From an optimization exercise on the open Yosys and OpenROAD flow, aimed at small area; shortcuts taken in it are not production practice. Only simulation tests tie the RTL to the original design; equivalence was not proved. Power and IR drop assume default switching activity.

`flow/design.v`:
```
`default_nettype none
package noc_if_pkg;
	typedef logic [2-1:0] vc_t;
	typedef logic [$clog2(8+1)-1:0] credit_t;    
	typedef struct packed {
		logic [2:0]                ftype;
		logic [8-1:0]    src;     
		logic [8-1:0]    dst;
		logic [3:0]                seq;     
		logic [8:0]                rsvd;    
		logic [32-1:0] payload;
	} flit_t;
	typedef struct packed {
		logic                        valid;
		logic                        tail;
		logic [5-1:0] rdst;
		vc_t                         vc;
		flit_t                       flit;
	} router_word_t;
endpackage
`default_nettype wire
`timescale 1ns/1ps
`default_nettype none
module sync_fifo #(
	parameter int WIDTH = 64,
	parameter int DEPTH = 16     
) (
	input  wire              clk,
	input  wire              rst_n,
	input  wire              i_wr_en,
	input  wire [WIDTH-1:0]  i_wr_data,
	input  wire              i_rd_en,
	output logic [WIDTH-1:0] o_rd_data,
	output logic             o_full,
	output logic             o_empty
);
	localparam int AW = $clog2(DEPTH);
	logic [WIDTH-1:0] mem [DEPTH];
	logic [AW:0]      wr_ptr;       
	logic [AW:0]      rd_ptr;
	logic             do_wr;
	logic             do_rd;
	assign do_wr   = i_wr_en && !o_full;
	assign do_rd   = i_rd_en && !o_empty;
	assign o_empty = (wr_ptr == rd_ptr);
	assign o_full  = (wr_ptr[AW] != rd_ptr[AW]) && (wr_ptr[AW-1:0] == rd_ptr[AW-1:0]);
	always_ff @(posedge clk or negedge rst_n)
	begin
		if (!rst_n)
		begin
			wr_ptr <= '0;
			rd_ptr <= '0;
		end
		else
		begin
			if (do_wr)
				wr_ptr <= wr_ptr + 1'b1;
			if (do_rd)
				rd_ptr <= rd_ptr + 1'b1;
		end
	end
	always_ff @(posedge clk)
	begin
		if (do_wr)
			mem[wr_ptr[AW-1:0]] <= i_wr_data;
		if (do_rd)
			o_rd_data <= mem[rd_ptr[AW-1:0]];    
	end
endmodule
`default_nettype wire
`timescale 1ns/1ps
`default_nettype none
module credit_tracker (
	input  wire                                    clk,
	input  wire                                    rst_n,
	input  wire                                    i_credit_valid,
	input  wire noc_if_pkg::vc_t                   i_credit_vc,
	input  wire                                    i_spend,
	input  wire noc_if_pkg::vc_t                   i_spend_vc,
	output noc_if_pkg::vc_t                        o_best_vc,
	output logic                                   o_best_ok,
	output noc_if_pkg::credit_t [4-1:0] o_credits
);
	noc_if_pkg::credit_t cnt [4];
	noc_if_pkg::vc_t     vc_01;
	noc_if_pkg::vc_t     vc_23;
	for (genvar v = 0; v < 4; v++)
	begin : g_cnt
		logic inc;
		logic dec;
		assign inc = i_credit_valid && (i_credit_vc == noc_if_pkg::vc_t'(v));
		assign dec = i_spend && (i_spend_vc == noc_if_pkg::vc_t'(v));
		always_ff @(posedge clk or negedge rst_n)
		begin
			if (!rst_n)
				cnt[v] <= 8;
			else if (inc && !dec)
				cnt[v] <= cnt[v] + 1'b1;
			else if (dec && !inc)
				cnt[v] <= cnt[v] - 1'b1;    
		end
		assign o_credits[v] = cnt[v];
	end
	assign vc_01     = (cnt[0] >= cnt[1]) ? 2'd0 : 2'd1;
	assign vc_23     = (cnt[2] >= cnt[3]) ? 2'd2 : 2'd3;
	assign o_best_vc = (cnt[vc_01] >= cnt[vc_23]) ? vc_01 : vc_23;
	assign o_best_ok = cnt[o_best_vc] > 2;
endmodule
`default_nettype wire
`timescale 1ns/1ps
`default_nettype none
module flit_packer (
	input  wire                      clk,
	input  wire                      rst_n,
	input  wire                      i_send_req,
	output logic                     o_send_ack,
	input  wire                      i_data_valid,
	input  wire [32-1:0] i_data,
	input  wire [8-1:0]    i_dst,
	input  wire [5:0]                i_id,
	input  wire [5:0]                i_seq_len,
	input  wire [8-1:0]    i_local_id,
	output logic                     o_wr_valid,    
	output logic                     o_wr_bank,     
	output noc_if_pkg::flit_t        o_wr_flit,
	input  wire [1:0]                i_bank_busy    
);
	typedef enum logic [1:0] {IDLE, RECV, UPDT, CHEK} state_e;
	state_e                    state;
	logic                      valid_r;     
	logic [32-1:0] data_r;
	logic [3:0]                word_cnt;
	logic [3:0]                seq_r;
	logic [8-1:0]    dst_r;
	logic [5:0]                id_r;
	logic [1:0]                offset_r;    
	logic                      sel_bank;
	logic                      first_word;
	logic                      last_flit;
	noc_if_pkg::flit_t         flit;
	assign first_word = i_data_valid && !valid_r;
	assign last_flit  = valid_r && !i_data_valid;    
	always_ff @(posedge clk or negedge rst_n)
	begin
		if (!rst_n)
		begin
			state      <= IDLE;
			o_send_ack <= 1'b0;
			sel_bank   <= 1'b0;
		end
		else
		begin
			case (state)
				IDLE:
				begin
					if (i_send_req)
					begin
						state      <= RECV;
						o_send_ack <= 1'b1;
						sel_bank   <= i_bank_busy[0];    
					end
				end
				RECV:
				begin
					if (last_flit)
						state <= UPDT;
				end
				UPDT:
					state <= CHEK;    
				CHEK:
				begin
					if (i_bank_busy != 2'b11)
					begin
						state      <= IDLE;
						o_send_ack <= 1'b0;
					end
				end
				default:
					state <= IDLE;
			endcase
		end
	end
	always_ff @(posedge clk or negedge rst_n)
	begin
		if (!rst_n)
		begin
			valid_r  <= 1'b0;
			word_cnt <= '0;
		end
		else
		begin
			valid_r  <= i_data_valid;
			word_cnt <= i_data_valid ? word_cnt + 4'd1 : 4'd0;
		end
	end
	always_ff @(posedge clk)
	begin
		if (i_data_valid)
		begin
			data_r <= i_data;
			seq_r  <= word_cnt;
		end
		if (first_word)    
		begin
			dst_r    <= i_dst;
			id_r     <= i_id;
			offset_r <= i_seq_len[1:0];
		end
	end
	always_comb
	begin
		flit.src     = i_local_id;
		flit.dst     = dst_r;
		flit.seq     = seq_r;
		flit.payload = data_r;
		if (seq_r == 4'd0)
		begin
			flit.ftype = 3'd0;    
			flit.rsvd  = {3'b000, id_r};
		end
		else if (last_flit)
		begin
			flit.ftype = 3'd2;
			flit.rsvd  = {1'b0, offset_r, id_r};
		end
		else
		begin
			flit.ftype = 3'd1;
			flit.rsvd  = {3'b000, id_r};
		end
	end
	assign o_wr_valid = valid_r;
	assign o_wr_bank  = sel_bank;
	assign o_wr_flit  = flit;
endmodule
`default_nettype wire
`timescale 1ns/1ps
`default_nettype none
module tx_link_sched (
	input  wire                      clk,
	input  wire                      rst_n,
	input  wire                      i_wr_valid,    
	input  wire                      i_wr_bank,     
	input  wire noc_if_pkg::flit_t   i_wr_flit,
	output logic [1:0]               o_bank_busy,   
	input  wire                      i_credit_valid,
	input  wire noc_if_pkg::vc_t     i_credit_vc,
	output noc_if_pkg::router_word_t o_data,
	output logic                     o_data_valid
);
	typedef enum logic [1:0] {S_IDLE, S_ALOC, S_SEND} state_e;
	state_e                                 state;
	logic [1:0]                             busy;
	logic                                   head_bank;    
	logic                                   cur_bank;     
	logic                                   wr_valid_r;
	logic                                   wr_bank_r;
	logic                                   pkt_done;
	logic                                   sent_last;
	logic [1:0]                             bank_empty;
	logic [2*64-1:0]               bank_data;    
	noc_if_pkg::flit_t                      cur_data;
	logic                                   rd_en;
	logic                                   rd_en_r;
	noc_if_pkg::vc_t                        vc_sel;
	noc_if_pkg::vc_t                        best_vc;
	logic                                   best_ok;
	noc_if_pkg::credit_t [4-1:0] credits;
	for (genvar b = 0; b < 2; b++)
	begin : g_bank
		sync_fifo #(
			.WIDTH (64),
			.DEPTH (16)
		) u_bank (
			.clk       (clk),
			.rst_n     (rst_n),
			.i_wr_en   (i_wr_valid && (i_wr_bank == 1'(b))),
			.i_wr_data (i_wr_flit),
			.i_rd_en   (rd_en && (cur_bank == 1'(b))),
			.o_rd_data (bank_data[b*64 +: 64]),
			.o_full    (),
			.o_empty   (bank_empty[b])
		);
	end
	credit_tracker u_credit (
		.clk            (clk),
		.rst_n          (rst_n),
		.i_credit_valid (i_credit_valid),
		.i_credit_vc    (i_credit_vc),
		.i_spend        (rd_en),
		.i_spend_vc     (vc_sel),
		.o_best_vc      (best_vc),
		.o_best_ok      (best_ok),
		.o_credits      (credits)
	);
	assign pkt_done  = wr_valid_r && !i_wr_valid;       
	assign sent_last = rd_en_r && bank_empty[cur_bank];       
	always_ff @(posedge clk or negedge rst_n)
	begin
		if (!rst_n)
		begin
			busy       <= 2'b00;
			head_bank  <= 1'b0;
			wr_valid_r <= 1'b0;
			wr_bank_r  <= 1'b0;
		end
		else
		begin
			wr_valid_r <= i_wr_valid;
			wr_bank_r  <= i_wr_bank;
			if (pkt_done)
				busy[wr_bank_r] <= 1'b1;
			if (sent_last)
				busy[cur_bank] <= 1'b0;
			if (sent_last)
				head_bank <= !cur_bank;    
			else if (pkt_done && (busy == 2'b00))
				head_bank <= wr_bank_r;
		end
	end
	always_ff @(posedge clk or negedge rst_n)
	begin
		if (!rst_n)
		begin
			state    <= S_IDLE;
			cur_bank <= 1'b0;
			vc_sel   <= '0;
			rd_en_r  <= 1'b0;
		end
		else
		begin
			rd_en_r <= rd_en;
			case (state)
				S_IDLE:
				begin
					if (busy[head_bank])
					begin
						cur_bank <= head_bank;
						state    <= S_ALOC;
					end
				end
				S_ALOC:
				begin
					if (best_ok)    
					begin
						vc_sel <= best_vc;
						state  <= S_SEND;
					end
				end
				S_SEND:
				begin
					if (sent_last)
						state <= S_IDLE;
				end
				default:
					state <= S_IDLE;
			endcase
		end
	end
	assign rd_en = (state == S_SEND) && !bank_empty[cur_bank] && (credits[vc_sel] != '0);
	assign cur_data = bank_data[cur_bank*64 +: 64];
	always_comb
	begin
		o_data.valid = rd_en_r;
		o_data.tail  = sent_last;
		o_data.rdst  = cur_data.dst[5-1:0];
		o_data.vc    = vc_sel;
		o_data.flit  = cur_data;
	end
	assign o_data_valid      = rd_en_r;
	assign o_bank_busy = busy;
endmodule
`default_nettype wire
`timescale 1ns/1ps
`default_nettype none
module rx_vc_drain (
	input  wire                           clk,
	input  wire                           rst_n,
	input  wire noc_if_pkg::router_word_t i_flit,
	output logic                          o_credit_valid,
	output noc_if_pkg::vc_t               o_credit_vc,
	output logic                          o_req_rx,
	input  wire                           i_ack_rx,
	output noc_if_pkg::flit_t             o_data_input,
	output logic                          o_data_input_valid
);
	logic [4-1:0]   vcq_wr;
	logic [4-1:0]   vcq_rd;
	logic [4-1:0]   vcq_full;
	logic [4-1:0]   vcq_empty;
	logic [4*$bits(i_flit)-1:0] vcq_data;    
	noc_if_pkg::vc_t          last_vc;     
	noc_if_pkg::vc_t          pick_vc;
	noc_if_pkg::vc_t          fwd_vc;      
	noc_if_pkg::vc_t          idx;
	logic                     pick_ok;
	logic                     visit;
	logic                     fwd_r;
	logic                     inq_full;
	logic                     inq_empty;
	noc_if_pkg::router_word_t fwd_word;    
	for (genvar v = 0; v < 4; v++)
	begin : g_vcq
		assign vcq_wr[v] = i_flit.valid && (i_flit.vc == noc_if_pkg::vc_t'(v));
		assign vcq_rd[v] = visit && (pick_vc == noc_if_pkg::vc_t'(v));
		sync_fifo #(
			.WIDTH ($bits(i_flit)),
			.DEPTH (8)
		) u_vcq (
			.clk       (clk),
			.rst_n     (rst_n),
			.i_wr_en   (vcq_wr[v]),
			.i_wr_data (i_flit),
			.i_rd_en   (vcq_rd[v]),
			.o_rd_data (vcq_data[v*$bits(i_flit) +: $bits(i_flit)]),
			.o_full    (vcq_full[v]),
			.o_empty   (vcq_empty[v])
		);
	end
	always_comb
	begin
		pick_vc = last_vc;
		pick_ok = 1'b0;
		idx     = last_vc;
		for (int k = 1; k <= 4; k++)
		begin
			idx = last_vc + noc_if_pkg::vc_t'(k);    
			if (!pick_ok && !vcq_empty[idx])
			begin
				pick_vc = idx;
				pick_ok = 1'b1;
			end
		end
	end
	assign visit = pick_ok && !fwd_r && !inq_full;
	always_ff @(posedge clk or negedge rst_n)
	begin
		if (!rst_n)
		begin
			last_vc <= '0;
			fwd_vc  <= '0;
			fwd_r   <= 1'b0;
		end
		else
		begin
			fwd_r <= visit;
			if (visit)
			begin
				last_vc <= pick_vc;
				fwd_vc  <= pick_vc;
			end
		end
	end
	assign fwd_word = vcq_data[fwd_vc*$bits(i_flit) +: $bits(i_flit)];
	sync_fifo #(
		.WIDTH (64),
		.DEPTH (32)
	) u_inq (
		.clk       (clk),
		.rst_n     (rst_n),
		.i_wr_en   (fwd_r),
		.i_wr_data (fwd_word.flit),
		.i_rd_en   (i_ack_rx),
		.o_rd_data (o_data_input),
		.o_full    (inq_full),
		.o_empty   (inq_empty)
	);
	assign o_credit_valid = fwd_r;     
	assign o_credit_vc    = fwd_vc;
	always_ff @(posedge clk or negedge rst_n)
	begin
		if (!rst_n)
		begin
			o_req_rx           <= 1'b0;
			o_data_input_valid <= 1'b0;
		end
		else
		begin
			o_req_rx           <= !inq_empty && !i_ack_rx;
			o_data_input_valid <= i_ack_rx;    
		end
	end
endmodule
`default_nettype wire
`timescale 1ns/1ps
`default_nettype none
module noc_if_top (
	input  wire                           clk,
	input  wire                           rst_n,
	input  wire                           i_send_req,
	output logic                          o_send_ack,
	input  wire                           i_data_valid,
	input  wire [32-1:0]      i_data,
	input  wire [8-1:0]         i_dst,
	input  wire [5:0]                     i_id,
	input  wire [5:0]                     i_seq_len,
	output logic                          o_req_rx,
	input  wire                           i_ack_rx,
	output logic [63:0]                   o_data_input,        
	output logic                          o_data_input_valid,
	output logic [72:0]                   o_data,              
	output logic                          o_data_valid,
	input  wire [72:0]                    i_flit,              
	input  wire                           i_credit_valid,
	input  wire [1:0]                     i_credit_vc,         
	output logic                          o_credit_valid,
	output logic [1:0]                    o_credit_vc,         
	input  wire [8-1:0]         i_local_id
);
	logic                     wr_valid;
	logic                     wr_bank;
	noc_if_pkg::flit_t        wr_flit;
	logic [1:0]               bank_busy;
	noc_if_pkg::router_word_t tx_word;
	noc_if_pkg::flit_t        rx_flit;
	noc_if_pkg::vc_t          credit_vc;
	flit_packer u_packer (
		.clk          (clk),
		.rst_n        (rst_n),
		.i_send_req   (i_send_req),
		.o_send_ack   (o_send_ack),
		.i_data_valid (i_data_valid),
		.i_data       (i_data),
		.i_dst        (i_dst),
		.i_id         (i_id),
		.i_seq_len    (i_seq_len),
		.i_local_id   (i_local_id),
		.o_wr_valid   (wr_valid),
		.o_wr_bank    (wr_bank),
		.o_wr_flit    (wr_flit),
		.i_bank_busy  (bank_busy)
	);
	tx_link_sched u_sched (
		.clk            (clk),
		.rst_n          (rst_n),
		.i_wr_valid     (wr_valid),
		.i_wr_bank      (wr_bank),
		.i_wr_flit      (wr_flit),
		.o_bank_busy    (bank_busy),
		.i_credit_valid (i_credit_valid),
		.i_credit_vc    (noc_if_pkg::vc_t'(i_credit_vc)),
		.o_data         (tx_word),
		.o_data_valid   (o_data_valid)
	);
	rx_vc_drain u_rx (
		.clk                (clk),
		.rst_n              (rst_n),
		.i_flit             (noc_if_pkg::router_word_t'(i_flit)),
		.o_credit_valid     (o_credit_valid),
		.o_credit_vc        (credit_vc),
		.o_req_rx           (o_req_rx),
		.i_ack_rx           (i_ack_rx),
		.o_data_input       (rx_flit),
		.o_data_input_valid (o_data_input_valid)
	);
	assign o_data       = tx_word;
	assign o_data_input = rx_flit;
	assign o_credit_vc  = credit_vc;
endmodule
`default_nettype wire
```
`flow/run.sh`:
```
#!/bin/bash
# synth_recipe.tcl (not shown) runs the flow's synth.tcl, then flattens the netlist and writes it again
# the make line also repeats each setting of config.mk as NAME=value (left out here)
make -C /OpenROAD-flow-scripts/flow DESIGN_CONFIG=/design/flow/config.mk WORK_HOME=/design/flow/orfs CLKGATE_MAP_FILE= SYNTH_SCRIPT=/design/flow/synth_recipe.tcl finish
```
`flow/config.mk`:
```
export PLATFORM = sky130hd
export DESIGN_NAME = noc_if_top
export DESIGN_NICKNAME = noc_if_top
export VERILOG_FILES = /design/flow/design.v
export SDC_FILE = /design/flow/constraint.sdc
export NUM_CORES = 4
export LEC_CHECK = 0
export CAP_MARGIN = 20
export CORE_MARGIN = 2
export CORE_UTILIZATION = 40
export SLEW_MARGIN = 20
```
`flow/constraint.sdc`:
```
create_clock -name core_clock -period 10.0 [get_ports {clk}]
set_input_delay 2.0000 -clock core_clock [delete_from_list [all_inputs] [get_ports {clk}]]
set_output_delay 2.0000 -clock core_clock [all_outputs]
set_load 0.01 [all_outputs]
```
==> run summary <==
==> where the power goes <==
group | internal [mW] | switching (mW) | total (mW)
Clock | 14.0 | 10.6 | 24.6
Sequential | 36.7 | 2.08 | 38.8
Combinational | 10.1 | 12.9 | 23.0
Total | 60.8 | 25.6 | 86.4
==> final cells by class <==
class / instances / area, µm² / area share, %
flip-flops and latches: 6681 / 200000 / 69.7
multi-input cells: 2760 / 50200 / 17.5
clock buffers: 860 / 18100 / 6.29
well taps: 8350 / 10400 / 3.64
repair buffers: 537 / 4790 / 1.67
clock inverters: 366 / 3400 / 1.18
inverters: 31 / 121 / 0.0422
diodes: 19 / 47.5 / 0.0165
==> worst max path at each step <==
stage,end,slack [ns],depth (start not counted)
finish,o_data[71],3.70,6
global route,o_data[71],3.55,6
CTS,o_data[71],3.60,6
detailed placement,u_rx.g_vcq[1].u_vcq.mem[3][56]$_DFFE_PP_,3.95,6
global placement,u_rx.g_vcq[0].u_vcq.mem[3][45]$_DFFE_PP_,3.80,6
floorplan,u_rx.g_vcq[0].u_vcq.mem[0][0]$_DFFE_PP_,2.12,4
==> critical path, stage by stage (launching register included) <==
cell             delay (ns)
dfrtp_4                1.05
xnor2_1                0.19
nand4_1                0.15
o21ai_0                0.50
nor2b_1                0.40
and2_1                 0.35
clkdlybuf4s50_1        0.60
==> metrics by stage <==
step           area (µm²)  setup slack [ns]  cells  util, %
4_1_cts            287000              3.60  19600     45.8
5_1_grt            287000              3.55  19600     45.8
3_3_place_gp       266000              3.80  18300     42.3
2_1_floorplan      252000              2.12   9958        -
6_report           287000              3.70  19600     45.8
3_5_place_dp       266000              3.95  18300     42.4
==> logic make-up (layout without fill, tap and decap cells) <==
group	Yosys count	after routing	share of synthesized area [%]
AND/OR/NAND/NOR	281	281	0.574
flip-flops	6681	6681	79.5
other	1	21	0.00149
multiplexers	2245	2245	18.3
buffers and inverters	517	1794	0.823
adder cells (fa/ha/maj)	56	56	0.290
XOR/XNOR	99	99	0.350
AO/OA/AOI/OAI	77	77	0.209
==> metal layers <==
| layer | global-route usage (%) | routed length, µm | up-vias |
|---|---|---|---|
| li1 | - | - | 44500 |
| met4 | 5.37 | 18100 | 36 |
| met1 | 27.3 | 260000 | 62000 |
| met2 | 32.0 | 308000 | 4745 |
| met3 | 2.97 | 46400 | 1017 |
| met5 | 0 | 211 | - |
==> state kept, by name (all words and copies together) (netlist names), 4 cells and up <==
| register | cells |
|---|---|
| u_rx.g_vcq.u_vcq.rd_ptr | 16 |
| u_rx.u_inq.wr_ptr | 6 |
| u_sched.u_credit.cnt | 16 |
| u_packer.dst_r | 8 |
| u_rx.u_inq.rd_ptr | 6 |
| u_sched.g_bank.u_bank.o_rd_data | 124 |
| u_packer.id_r | 6 |
| u_rx.u_inq.mem | 2048 |
| u_rx.g_vcq.u_vcq.o_rd_data | 256 |
| u_packer.seq_r | 4 |
| u_rx.u_inq.o_rd_data | 64 |
| u_rx.g_vcq.u_vcq.wr_ptr | 16 |
| u_packer.data_r | 32 |
| u_sched.g_bank.u_bank.rd_ptr | 10 |
| u_packer.word_cnt | 4 |
| u_sched.g_bank.u_bank.wr_ptr | 10 |
| u_sched.g_bank.u_bank.mem | 1984 |
| u_rx.g_vcq.u_vcq.mem | 2048 |
==> synth_stat cells (3+ instances only) <==
cell      instances  share of area (%)
edfxtp_1       6576                 78
mux4_2         1837                 16
mux2_2          398                1.8
clkbuf_1        289               0.43
buf_1           110               0.16
dfrtp_1         101                1.0
nor2_1           99               0.15
buf_2            76               0.15
nand2_1          57              0.085
xnor2_1          57               0.20
ha_1             52               0.26
xor2_1           40               0.14
inv_1            30              0.045
a21oi_1          24              0.048
and2_1           24              0.060
o21ai_0          20              0.040
nor3_1           18              0.036
nand2b_1         17              0.042
nand3_1          12              0.024
buf_4             9              0.027
nand4_1           7              0.017
nor4_1            7              0.017
a21o_1            6              0.018
mux2i_1           6              0.024
a211oi_1          5              0.015
nor2_2            5              0.012
and3_1            4             0.0099
dfstp_2           4              0.042
fa_1              4              0.032
nand3b_1          4              0.012
nor2b_1           4             0.0099
a311oi_1          3              0.010
nor3b_1           3             0.0089
or3b_2            3              0.010
==> layout by cell type (no fill, tap or decap), types with 11 or more instances in the layout <==
master              n
buf_12             11
clkinv_1          150
clkbuf_1          159
inv_6              11
nor2_1             28
nor3_2             11
xor2_1             40
nor2_4             71
and2_4             16
diode_2            19
clkdlybuf4s50_1   222
clkinvlp_4         16
mux4_2           1837
xnor2_1            57
a21oi_1            23
nand2_1            57
mux2_2            398
o21ai_0            20
clkinv_2          107
ha_1               52
dfrtp_1            73
nand2b_1           17
clkbuf_16         696
bufinv_16          46
clkinv_8           15
dfrtp_4            28
nand3_1            12
buf_4             240
buf_2              49
inv_1              28
edfxtp_1         6576
==> metrics.md <==
| Metric | Value |
|---|---|
| Run status | `complete, no violations` |
| Pin count of the biggest net entering global routing | `165` |
| Via count | `112000` |
| WP data arrival | `4.30 ns` |
| H-tree levels | `6` |
| Final worst-path cycle share | `63.0%` |
| Final nets | `10900` |
| Tot Pwr | `86.4 mW` |
| Max-Cap Viols | `0` |
| Final setup vio count | `0` |
| Clock sinks | `6681` |
| Worst EP required | `8.00 ns` |
| Drc violations | `0` |
| Post-cts resize count | `0` |
| Leakage | `88.4 nW` |
| Hold buffer count at CTS | `0` |
| Area delta synth->final | `14.1%` |
| Global-route wire length before repair | `881000 µm` |
| Async S/R FF share, synth | `1.57%` |
| Fmax | `159 MHz` |
| DRT Wirelength | `633000 µm` |
| Reg2reg end | `u_rx.u_inq.mem[3][56]$_DFFE_PP_` |
| CP Max Fanout | `38` |
| Clk latency of the worst-skew pair | `1.15 ns` |
| Post-Syn Instances | `9957` |
| Die H | `797 µm` |
| Routed wire per std cell | `32.3 µm` |
| Post-route antenna net violation count | `0` |
| 1st-iter DRT viols | `13800` |
| Pwr dens | `301 nW/µm²` |
| CTS tree | `done` |
| Synth warnings | `8` |
| Clock Skews | `0.0941 ns` |
| Worst slew pin tran | `1.22 ns` |
| Antenna violations before repair | `66` |
| Tmin final | `6.30 ns` |
| Worst Setup SP | `u_sched.g_bank[1].u_bank.rd_ptr[3]$_DFFE_PN0P_` |
| Worst setup EP type | `output pin` |
| Drt pass-1 iters | `9` |
| DIE AREA | `636000 µm²` |
| Clk buf depth | `4` |
| Layout cell share with drive strength beyond 1 | `32.3%` |
| Dpl hpwl | `330000 µm` |
| Rows | `291` |
| GRT Residual Overflow | `0` |
| Synth Flop Type | `edfxtp_1` |
| Hold Vio Cnt, Final | `0` |
| Kind of critical path | `reg -> out` |
| Port bufs | `272` |
| Final max-slew violation count | `0` |
| Hold depth | `0` |
| Overall Global Routing Usage | `19.5%` |
| Clock root buffer | `clkbuf_16` |
| Register area share after synthesis | `79.5%` |
| RSZ-0062 raised after global routing | `false` |
| Final GP Congestion | `0.797` |
| Count of different cell masters after synthesis | `66` |
| # IOs | `285` |
| Vias/cell | `5.73` |
| Worst Hold Margin | `0.470 ns` |
| Core ar. | `627000 µm²` |
| Worst Hold Class | `reg -> reg` |
| Avg Synthesized Cell Area | `25.3 µm²` |
| Hold Path End | `u_packer.seq_r[3]$_DFFE_PP_` |
| Total negative slack | `0 ns` |
| Startpoint Class | `flip-flop` |
| Worst Hold Launch | `u_packer.word_cnt[3]$_DFF_PN0_` |
| Reg2reg setup slack | `4.74 ns` |
| Rel. slew slack | `17.7%` |
| Reg2reg path depth | `8` |
| Postcts setup bufs | `0` |
| Initial core utilization | `40.1%` |
| Fillers | `50600` |
| TritonCTS buffer count | `677` |
| Worst R2R Start | `u_rx.u_inq.rd_ptr[3]$_DFFE_PN0P_` |
| Vias in the first global route | `116000` |
| Number of flops mapped to enable cells by yosys | `6576` |
| Synthesized cell area | `252000 µm²` |
| DIE WIDTH | `797 µm` |
| Peak supply drop | `0.244 mV` |
| Synthesized flop and latch total | `6681` |
| Reg clk slew, reported paths | `0.06 ns` |

## re-timing with driven ports
Ports are ideal in the flow. The routed layout listed here was re-timed in OpenROAD. Step 1, drivers: a clkbuf_16 drives clk and a buf_2 each remaining input, both assumed. Step 2 also shifts input and output timing later by t, the mid clock arrival at the registers, as if the neighbouring blocks saw the same clock. Slacks: ideal / step 1 / step 2; pairs: ideal / step 1.
t, ns: 1.224
slack for setup (ns): 3.697 / 3.561 / 3.685
worst setup path at the end: input to register
worst register clock-pin slew, ns: 0.07 / 0.07
After both steps this run still meets setup and hold. For this run, drivers alone change the setup slack by -0.136 ns; drivers and shift together by -0.012 ns.
